Source: an optimization exercise on an open RTL-to-GDS flow (aim: small area). Production flows keep margins and buffers that such runs may drop. Function was checked by simulation only, so behaviour that the tests miss may differ from the original. Power is estimated from default activity; no workload was simulated.

== v24 ==
Design cpu_top, start of the top module:
module cpu_top (
    input  logic                   clk,
    input  logic                   rst,
    output logic [8-1:0] mem_addr,
    output logic [16-1:0] mem_wdata,
    output logic                   mem_we,
    output logic                   mem_req_valid,
    input  logic                   mem_req_ready,
    input  logic [16-1:0] mem_rdata,
    output logic                   halted
);
Size: about 300 flip-flops, ~46 I/O pins, ~0.0075 mm^2 of cells after synthesis.
Settings: LEC_CHECK=0, CAP_MARGIN=20, CORE_MARGIN=2, CORE_UTILIZATION=40, SLEW_MARGIN=20, SYNTH_HIERARCHICAL=0; clock period 10.0 ns.
standard.sh (not shown) runs the stock make flow with config.mk's settings and CLKGATE_MAP_FILE= SYNTH_SCRIPT=/design/flow/synth_recipe.tcl, a recipe that flattens the netlist after the stock synthesis.
==> flow/flow/run.sh <==
#!/bin/bash
# The standard flow's layout with four changes:
#  - synthesis is the standard synthesis script, except that ABC maps each
#    module's logic with an area-oriented script (flow/abc_*.script, chosen
#    per module below); registers, their names and cells are as in the
#    standard synthesis;
#  - the smallest buffer on every input and output port;
#  - a clock tree without dummy loads;
#  - after floorplanning, every combinational cell swapped to the smallest
#    cell of its function (the later repair steps upsize where needed).
# Each step logs to its own file in this folder.
set -euo pipefail
export BUFFER_PORTS_ARGS="-buffer_cell sky130_fd_sc_hd__buf_1"
export CTS_ARGS="-sink_clustering_enable -repair_clock_nets -dont_use_dummy_load -buf_list sky130_fd_sc_hd__clkbuf_4 -sink_clustering_size 12 -sink_clustering_max_diameter 40"
HERE=$PWD
# ABC script per module: flow/abc_<letter>.script
PLAN="cpu_top c"
{
  cat <<TCL
proc abc {args} {
  set i [lsearch \$args -script]
  foreach {mod scr} {$PLAN} {
    set a \$args
    lset a [expr {\$i + 1}] $HERE/flow/abc_\$scr.script
    yosys abc {*}\$a \$mod
  }
}
TCL
  cat synth_recipe.tcl
} > own_synth.tcl
sed "s|SYNTH_SCRIPT=[^ ]*|SYNTH_SCRIPT=$HERE/own_synth.tcl|" standard.sh > own_standard.sh
bash own_standard.sh synth > synth.log 2>&1
bash own_standard.sh floorplan > floorplan.log 2>&1
RES=orfs/results/$FLOW_PLATFORM/cpu_top/base
LIB_FILE=$FLOW_HOME/platforms/$FLOW_PLATFORM/lib/sky130_fd_sc_hd__tt_025C_1v80.lib \
ODB_IN=$RES/2_floorplan.odb ODB_OUT=$RES/2_floorplan.odb \
  openroad -no_init -exit flow/downsize.tcl > downsize.log 2>&1
bash own_standard.sh finish > finish.log 2>&1
==> flow/flow/abc_a.script <==
strash
dc2
dch
map -a
topo
stime -c
dnsize -c
==> flow/flow/abc_b.script <==
&get -n
&st
&syn2
&dch
&nf -a
&st
&syn2
&dch
&nf -a
&put
topo
stime -c
dnsize -c
==> flow/flow/abc_c.script <==
strash
dch -f
amap
topo
stime -c
dnsize -c
Other scripts of this flow, unchanged in this note and not shown: flow/flow/downsize.tcl
For v14, these inputs were changed with respect to v24:
- swapping 0 for 1 in SYNTH_HIERARCHICAL
-- flow/flow/run.sh --
<<< v24, line 3
#  - synthesis is the standard synthesis script, except that ABC maps each
#    module's logic with an area-oriented script (flow/abc_*.script, chosen
#    per module below); registers, their names and cells are as in the
#    standard synthesis;
>>> v14, line 3
#  - synthesis is the standard synthesis script, except that ABC maps the
#    logic with an area-oriented script (flow/abc_area.script); registers,
#    their names and cells are as in the standard synthesis;
<<< v24, line 16
# ABC script per module: flow/abc_<letter>.script
PLAN="cpu_top c"
>>> v14, line 15
<<< v24, line 19
  cat <<TCL
proc abc {args} {
  set i [lsearch \$args -script]
  foreach {mod scr} {$PLAN} {
    set a \$args
    lset a [expr {\$i + 1}] $HERE/flow/abc_\$scr.script
    yosys abc {*}\$a \$mod
  }
}
TCL
>>> v14, line 16
  echo "proc abc {args} { set i [lsearch \$args -script]; if {\$i >= 0} { lset args [expr {\$i + 1}] $HERE/flow/abc_area.script }; yosys abc {*}\$args }"
==> flow/flow/abc_area.script (new file) <==
strash
dch -f
amap
topo
stime -c
dnsize -c
removed: flow/flow/abc_a.script
removed: flow/flow/abc_b.script
removed: flow/flow/abc_c.script
==> results.txt <==
Compared with v24, in v14 synthesized cell count higher, power attributed to combinational cells -about 3%.
Via count (v14 over v24): increase, 1.9%
Between v24 and v14, the detailed-route wire length figures differ only marginally.
Compared to v24, v14 has number of inverters outside the clock class in the layout about 50% higher.
Summary of the comparison: clock period minus final worst setup slack is lower in v14, relative to v24.
Against v24, v14 comes in 0.59 ns lower on worst path arrival time.
Modified inputs, v55 compared to v14
==> flow/flow/abc_area.script <==
&get -n
&st
&syn2
&dch
&nf -a
&st
&syn2
&dch
&nf -a
&put
topo
stime -c
dnsize -c
Notes after the runs:
Of v14 and v55, the run reporting the lower detail-routed via count per cell was v55.
Re number of synthesized register bits: no difference whatsoever between v14 and v55.
Summary of v55 over v14: mean instance size in the synthesized netlist went up; utilization after layout rose by 0.29 points; internal power of the cells up 33%; share of the clock period used by the worst path after layout rose by 7.2 points.

---

The RTL this note starts from:
==> flow/design.v <==
`timescale 1ns/1ps
`default_nettype none
package cpu_pkg;
    localparam logic [3:0] OP_ADD  = 4'h0;
    localparam logic [3:0] OP_SUB  = 4'h1;
    localparam logic [3:0] OP_AND  = 4'h2;
    localparam logic [3:0] OP_OR   = 4'h3;
    localparam logic [3:0] OP_XOR  = 4'h4;
    localparam logic [3:0] OP_NOT  = 4'h5;
    localparam logic [3:0] OP_SLA  = 4'h6;
    localparam logic [3:0] OP_SRA  = 4'h7;
    localparam logic [3:0] OP_LI   = 4'h8;
    localparam logic [3:0] OP_LW   = 4'h9;
    localparam logic [3:0] OP_SW   = 4'hA;
    localparam logic [3:0] OP_BIZ  = 4'hB;
    localparam logic [3:0] OP_BNZ  = 4'hC;
    localparam logic [3:0] OP_HALT = 4'hD;
    localparam logic [3:0] OP_JMP  = 4'hE;
endpackage
`default_nettype wire
`timescale 1ns/1ps
`default_nettype none
module cpu_control (
    input  logic       clk,
    input  logic       rst,
    input  logic [3:0] op,           
    input  logic       ready,
    input  logic       t,            
    output logic [3:0] ph,
    output logic       init,
    output logic       fetch,
    output logic       rot1,
    output logic       rot2,
    output logic       mem,
    output logic       in_pc,
    output logic       halted
);
    localparam logic [2:0] S_INIT  = 3'd0;   
    localparam logic [2:0] S_FETCH = 3'd1;
    localparam logic [2:0] S_WAIT  = 3'd2;   
    localparam logic [2:0] S_ROT1  = 3'd3;   
    localparam logic [2:0] S_ROT2  = 3'd4;   
    localparam logic [2:0] S_MEM   = 3'd5;   
    localparam logic [2:0] S_PC    = 3'd6;   
    localparam logic [2:0] S_HALT  = 3'd7;
    logic [2:0] st;
    logic       ph15;
    assign ph15   = (ph == 4'd15);
    assign init   = (st == S_INIT);
    assign fetch  = (st == S_FETCH);
    assign rot1   = (st == S_ROT1);
    assign rot2   = (st == S_ROT2);
    assign mem    = (st == S_MEM);
    assign in_pc  = (st == S_PC);
    assign halted = (st == S_HALT);
    always_ff @(posedge clk or negedge rst) begin
        if (!rst) begin
            st <= S_INIT;
            ph <= 4'd0;
        end else begin
            ph <= ph + 4'd1;
            case (st)
                S_INIT:  if (ph15) st <= S_FETCH;
                S_FETCH: if (ready) begin
                    if (op == cpu_pkg::OP_LW)        st <= S_MEM;
                    else if (op == cpu_pkg::OP_HALT) st <= S_HALT;
                    else                             st <= S_WAIT;
                end
                S_WAIT:  if (ph15) st <= S_ROT1;
                S_ROT1:  if (ph15) st <= (op == cpu_pkg::OP_SW && !t) ? S_MEM : S_ROT2;
                S_ROT2:  if (ph15) st <= S_PC;
                S_MEM:   if (ready) st <= t ? S_WAIT : S_ROT2;
                S_PC:    if (ph == 4'd7) st <= S_FETCH;
                default: st <= S_HALT;
            endcase
        end
    end
endmodule
`default_nettype wire
`timescale 1ns/1ps
`default_nettype none
module cpu_fetch_unit (
    input  logic        clk,
    input  logic        init,
    input  logic        fetch,
    input  logic        rot1,
    input  logic        rot2,
    input  logic        mem,
    input  logic        in_pc,
    input  logic [3:0]  ph,
    input  logic [15:0] mem_rdata,
    input  logic        a,           
    input  logic        sum,         
    input  logic        cout,
    input  logic        taken,
    output logic        t,
    output logic        c,
    output logic        immbit,
    output logic        w0,
    output logic        w1,
    output logic        pc0,
    output logic [7:0]  mem_addr,
    output logic [15:0] mem_wdata,
    output logic        mem_we
);
    logic [7:0]  pc;
    logic [7:0]  imm;
    logic [15:0] w;
    logic        ldsel;      
    assign ldsel  = mem | (rot1 & t);
    assign immbit = ph[3] ? imm[7] : imm[ph[2:0]];
    assign w0     = w[0];
    assign w1     = w[1];
    assign pc0    = pc[0];
    assign mem_addr  = ldsel ? imm : pc;
    assign mem_wdata = w;
    assign mem_we    = mem & ~t;
    always_ff @(posedge clk) begin
        if (fetch) imm <= mem_rdata[7:0];
        if (init || in_pc) pc <= {sum & ~init, pc[7:1]};
        if (rot1 || rot2) w <= {(rot1 & t) ? mem_rdata[ph] : a, w[15:1]};
        c <= cout;
        if (fetch)     t <= (mem_rdata[15:12] == cpu_pkg::OP_LW);
        else if (rot2) t <= taken;
    end
endmodule
`default_nettype wire
`timescale 1ns/1ps
`default_nettype none
module cpu_regfile (
    input  logic        clk,
    input  logic [3:0]  we_lo,    
    input  logic [3:0]  we_hi,    
    input  logic        wbit,     
    input  logic [3:0]  ra,       
    output logic        a         
);
    logic [15:0] regs [16];
    logic [15:0] cur;
    always_ff @(posedge clk) begin
        for (int i = 0; i < 16; i++) begin
            regs[i] <= {(we_lo[i % 4] & we_hi[i / 4]) ? wbit : regs[i][0], regs[i][15:1]};
        end
    end
    always_comb begin
        for (int i = 0; i < 16; i++) cur[i] = regs[i][0];
    end
    assign a = cur[ra];
endmodule
`default_nettype wire
`timescale 1ns/1ps
`default_nettype none
module cpu_execute (
    input  logic [3:0] op,
    input  logic       init,
    input  logic       in_pc,
    input  logic       ph0,
    input  logic       ph15,
    input  logic       a,        
    input  logic       w0,       
    input  logic       w1,       
    input  logic       immbit,   
    input  logic       pc0,      
    input  logic       t,        
    input  logic       c,        
    output logic       sum,
    output logic       cout,
    output logic       wbit,     
    output logic       taken     
);
    logic is_sub, is_br, xa, xb, cin;
    assign is_sub = (op == cpu_pkg::OP_SUB);
    assign is_br  = (op == cpu_pkg::OP_BIZ) | (op == cpu_pkg::OP_BNZ);
    assign xa = in_pc ? pc0 : a;
    always_comb begin
        if (in_pc)                       xb = t & immbit;
        else if (is_br)                  xb = 1'b1;      
        else if (op == cpu_pkg::OP_SLA)  xb = a;         
        else                             xb = w0 ^ is_sub;
    end
    assign cin  = ph0 ? (in_pc | is_sub) : c;
    assign sum  = xa ^ xb ^ cin;
    assign cout = (xa & xb) | (xa & cin) | (xb & cin);
    always_comb begin
        case (op)
            cpu_pkg::OP_ADD, cpu_pkg::OP_SUB: wbit = sum;
            cpu_pkg::OP_AND: wbit = a & w0;
            cpu_pkg::OP_OR:  wbit = a | w0;
            cpu_pkg::OP_XOR: wbit = a ^ w0;
            cpu_pkg::OP_NOT: wbit = ~a;
            cpu_pkg::OP_SLA: wbit = cin;
            cpu_pkg::OP_SRA: wbit = ph15 ? w0 : w1;
            cpu_pkg::OP_LI:  wbit = immbit;
            default:         wbit = w0;          
        endcase
        if (init) wbit = 1'b0;
    end
    assign taken = (op == cpu_pkg::OP_JMP) | ((op == cpu_pkg::OP_BIZ) & ~cout)
                 | ((op == cpu_pkg::OP_BNZ) & cout);
endmodule
`default_nettype wire
`timescale 1ns/1ps
`default_nettype none
module cpu_top (
    input  logic                   clk,
    input  logic                   rst,
    output logic [8-1:0] mem_addr,
    output logic [16-1:0] mem_wdata,
    output logic                   mem_we,
    output logic                   mem_req_valid,
    input  logic                   mem_req_ready,
    input  logic [16-1:0] mem_rdata,
    output logic                   halted
);
    logic [3:0] ph;
    logic       init, fetch, rot1, rot2, mem, in_pc;
    logic       t, c, immbit, w0, w1, pc0, sum, cout, wbit, taken, a;
    logic [3:0] op;
    logic [3:0] ra;
    logic [3:0] we_lo, we_hi;
    logic       wr;
    assign op = mem_rdata[15:12];
    assign mem_req_valid = fetch | mem;
    cpu_control control_inst (
        .clk    (clk),
        .rst    (rst),
        .op     (op),
        .ready  (mem_req_ready),
        .t      (t),
        .ph     (ph),
        .init   (init),
        .fetch  (fetch),
        .rot1   (rot1),
        .rot2   (rot2),
        .mem    (mem),
        .in_pc  (in_pc),
        .halted (halted)
    );
    cpu_fetch_unit fetch_inst (
        .clk       (clk),
        .init      (init),
        .fetch     (fetch),
        .rot1      (rot1),
        .rot2      (rot2),
        .mem       (mem),
        .in_pc     (in_pc),
        .ph        (ph),
        .mem_rdata (mem_rdata),
        .a         (a),
        .sum       (sum),
        .cout      (cout),
        .taken     (taken),
        .t         (t),
        .c         (c),
        .immbit    (immbit),
        .w0        (w0),
        .w1        (w1),
        .pc0       (pc0),
        .mem_addr  (mem_addr),
        .mem_wdata (mem_wdata),
        .mem_we    (mem_we)
    );
    cpu_execute execute_inst (
        .op     (op),
        .init   (init),
        .in_pc  (in_pc),
        .ph0    (ph == 4'd0),
        .ph15   (ph == 4'd15),
        .a      (a),
        .w0     (w0),
        .w1     (w1),
        .immbit (immbit),
        .pc0    (pc0),
        .t      (t),
        .c      (c),
        .sum    (sum),
        .cout   (cout),
        .wbit   (wbit),
        .taken  (taken)
    );
    always_comb begin
        if (rot1 && op <= cpu_pkg::OP_XOR)
            ra = mem_rdata[3:0];
        else if (op == cpu_pkg::OP_SW || op == cpu_pkg::OP_BIZ || op == cpu_pkg::OP_BNZ)
            ra = mem_rdata[11:8];
        else
            ra = mem_rdata[7:4];
    end
    assign wr = rot2 & (op <= cpu_pkg::OP_LW);
    always_comb begin
        for (int i = 0; i < 4; i++) begin
            we_lo[i] = init | (wr & (mem_rdata[9:8] == 2'(i)));
            we_hi[i] = init | (mem_rdata[11:10] == 2'(i));
        end
    end
    cpu_regfile regfile_inst (
        .clk   (clk),
        .we_lo (we_lo),
        .we_hi (we_hi),
        .wbit  (wbit),
        .ra    (ra),
        .a     (a)
    );
endmodule
`default_nettype wire
==> flow/config.mk <==
export PLATFORM = sky130hd
export DESIGN_NAME = cpu_top
export DESIGN_NICKNAME = cpu_top
export VERILOG_FILES = /design/flow/design.v
export SDC_FILE = /design/flow/constraint.sdc
export NUM_CORES = 4
export LEC_CHECK = 0
export CAP_MARGIN = 20
export CORE_MARGIN = 2
export CORE_UTILIZATION = 40
export SLEW_MARGIN = 20
export SYNTH_HIERARCHICAL = 1
==> flow/constraint.sdc <==
create_clock -name core_clock -period 10.0 [get_ports {clk}]
set_input_delay 2.0000 -clock core_clock [delete_from_list [all_inputs] [get_ports {clk}]]
set_output_delay 2.0000 -clock core_clock [all_outputs]
set_load 0.01 [all_outputs]
==> flow/flow/run.sh <==
#!/bin/bash
set -euo pipefail
export BUFFER_PORTS_ARGS="-buffer_cell sky130_fd_sc_hd__buf_1"
export CTS_ARGS="-sink_clustering_enable -repair_clock_nets -dont_use_dummy_load -buf_list sky130_fd_sc_hd__clkbuf_8 -sink_clustering_size 20 -sink_clustering_max_diameter 60"
bash standard.sh > standard.log 2>&1
Then changed:
==> flow/flow/run.sh (replaced) <==
#!/bin/bash
set -euo pipefail
export BUFFER_PORTS_ARGS="-buffer_cell sky130_fd_sc_hd__buf_1"
export CTS_ARGS="-sink_clustering_enable -repair_clock_nets -dont_use_dummy_load -buf_list sky130_fd_sc_hd__clkbuf_4 -sink_clustering_size 12 -sink_clustering_max_diameter 40"
bash standard.sh synth > synth.log 2>&1
bash standard.sh floorplan > floorplan.log 2>&1
RES=orfs/results/$FLOW_PLATFORM/cpu_top/base
LIB_FILE=$FLOW_HOME/platforms/$FLOW_PLATFORM/lib/sky130_fd_sc_hd__tt_025C_1v80.lib \
ODB_IN=$RES/2_floorplan.odb ODB_OUT=$RES/2_floorplan.odb \
  openroad -no_init -exit flow/downsize.tcl > downsize.log 2>&1
bash standard.sh finish > finish.log 2>&1
==> flow/flow/downsize.tcl (new file) <==
# Swap every combinational standard cell for the smallest-area cell of the same
# function (same base name, other drive strength); flip-flops are left alone.
# Later repair steps upsize again wherever slew, capacitance or timing need it.
read_db $::env(ODB_IN)
read_liberty $::env(LIB_FILE)
set db [ord::get_db]
set best [dict create]
foreach lib [$db getLibs] {
  foreach m [$lib getMasters] {
    set n [$m getName]
    if {![regexp {^(sky130_fd_sc_hd__[a-z0-9]+)_([0-9]+)$} $n -> base drive]} { continue }
    set area [expr {[$m getWidth] * [$m getHeight]}]
    if {![dict exists $best $base] || $area < [lindex [dict get $best $base] 1]} {
      dict set best $base [list $n $area]
    }
  }
}
set swapped 0
foreach inst [[ord::get_db_block] getInsts] {
  set m [$inst getMaster]
  set n [$m getName]
  if {![regexp {^(sky130_fd_sc_hd__[a-z0-9]+)_([0-9]+)$} $n -> base drive]} { continue }
  if {[regexp {^sky130_fd_sc_hd__(df|edf|sdf|dl|sdl|tap|fill|decap|conb|diode|clk)} $n]} { continue }
  if {![dict exists $best $base]} { continue }
  set b [lindex [dict get $best $base] 0]
  set area [expr {[$m getWidth] * [$m getHeight]}]
  if {$b ne $n && [lindex [dict get $best $base] 1] < $area} {
    replace_cell [$inst getName] $b
    incr swapped
  }
}
puts "downsize: swapped $swapped cells"
write_db $::env(ODB_OUT)
=> Clock power decreases by about 1%; synthesized cell count stays the same; combinational power came out lower by about 3%; power came out lower by 0.69%.
Then changed:
==> flow/flow/run.sh (replaced) <==
#!/bin/bash
set -euo pipefail
export BUFFER_PORTS_ARGS="-buffer_cell sky130_fd_sc_hd__buf_1"
export CTS_ARGS="-sink_clustering_enable -repair_clock_nets -dont_use_dummy_load -buf_list sky130_fd_sc_hd__clkbuf_16 -sink_clustering_size 30 -sink_clustering_max_diameter 80"
bash standard.sh > standard.log 2>&1
removed: flow/flow/downsize.tcl
=> The changed run finished with timing, DRC and antenna clean; total power goes up by 4.8%; final cell count goes down by 2.4%; sequential cell count is unchanged; routed wire length goes up by 1.1%; die area is unchanged; via count goes down by 1.8%; clock-buffer cell count goes down by 20.
Then changed:
==> flow/flow/run.sh (replaced) <==
#!/bin/bash
set -euo pipefail
export BUFFER_PORTS_ARGS="-buffer_cell sky130_fd_sc_hd__buf_1"
export CTS_ARGS="-sink_clustering_enable -repair_clock_nets -dont_use_dummy_load -buf_list sky130_fd_sc_hd__clkbuf_4 -sink_clustering_size 12 -sink_clustering_max_diameter 40"
bash standard.sh > standard.log 2>&1
Result: The changed run completed without violations; synthesized cell count is unchanged; worst hold slack loses 40 ps; wire length goes up by 2.9%; flip-flop and latch count does not change.

## what the ideal ports hide
How much do the figures lean on ideal ports? The routed layouts below were timed once more, with nothing changed but the port constraints. Step 1: set_driving_cell puts a clkbuf_16 on clk and a buf_2 on each other input, an assumption about the parent block. Step 2, shift: input delay + t, output delay - t, t = (earliest + latest rising clock arrival at the registers) / 2. This alone moves slack from input paths to output paths. Slacks: ideal / step 1 / step 2; pairs: ideal / step 1.
| run | t (ns) | setup WS [ns] | latest minus earliest clock arrival (ns) |
|---|---|---|---|
| v24 | 0.598 | 3.354 / 3.363 / 2.765 | 0.100 / 0.100 |
| v14 | 0.671 | 4.083 / 4.092 / 3.421 | 0.056 / 0.057 |
| v55 | 0.604 | 3.364 / 3.366 / 2.762 | 0.089 / 0.090 |
| the first run of note 2 | 0.534 | 3.350 / 3.350 / 2.817 | 0.037 / 0.037 |
| the second run of note 2 | 0.599 | 3.683 / 3.691 / 3.092 | 0.092 / 0.092 |
| the third run of note 2 | 0.488 | 3.290 / 3.291 / 2.803 | 0.051 / 0.052 |
| the fourth run of note 2 | 0.603 | 3.372 / 3.371 / 2.768 | 0.105 / 0.106 |
After both steps every run listed still meets setup and hold. The setup slack of v14, which loses most, moves by +0.009 ns with the drivers and by -0.662 ns with both steps.
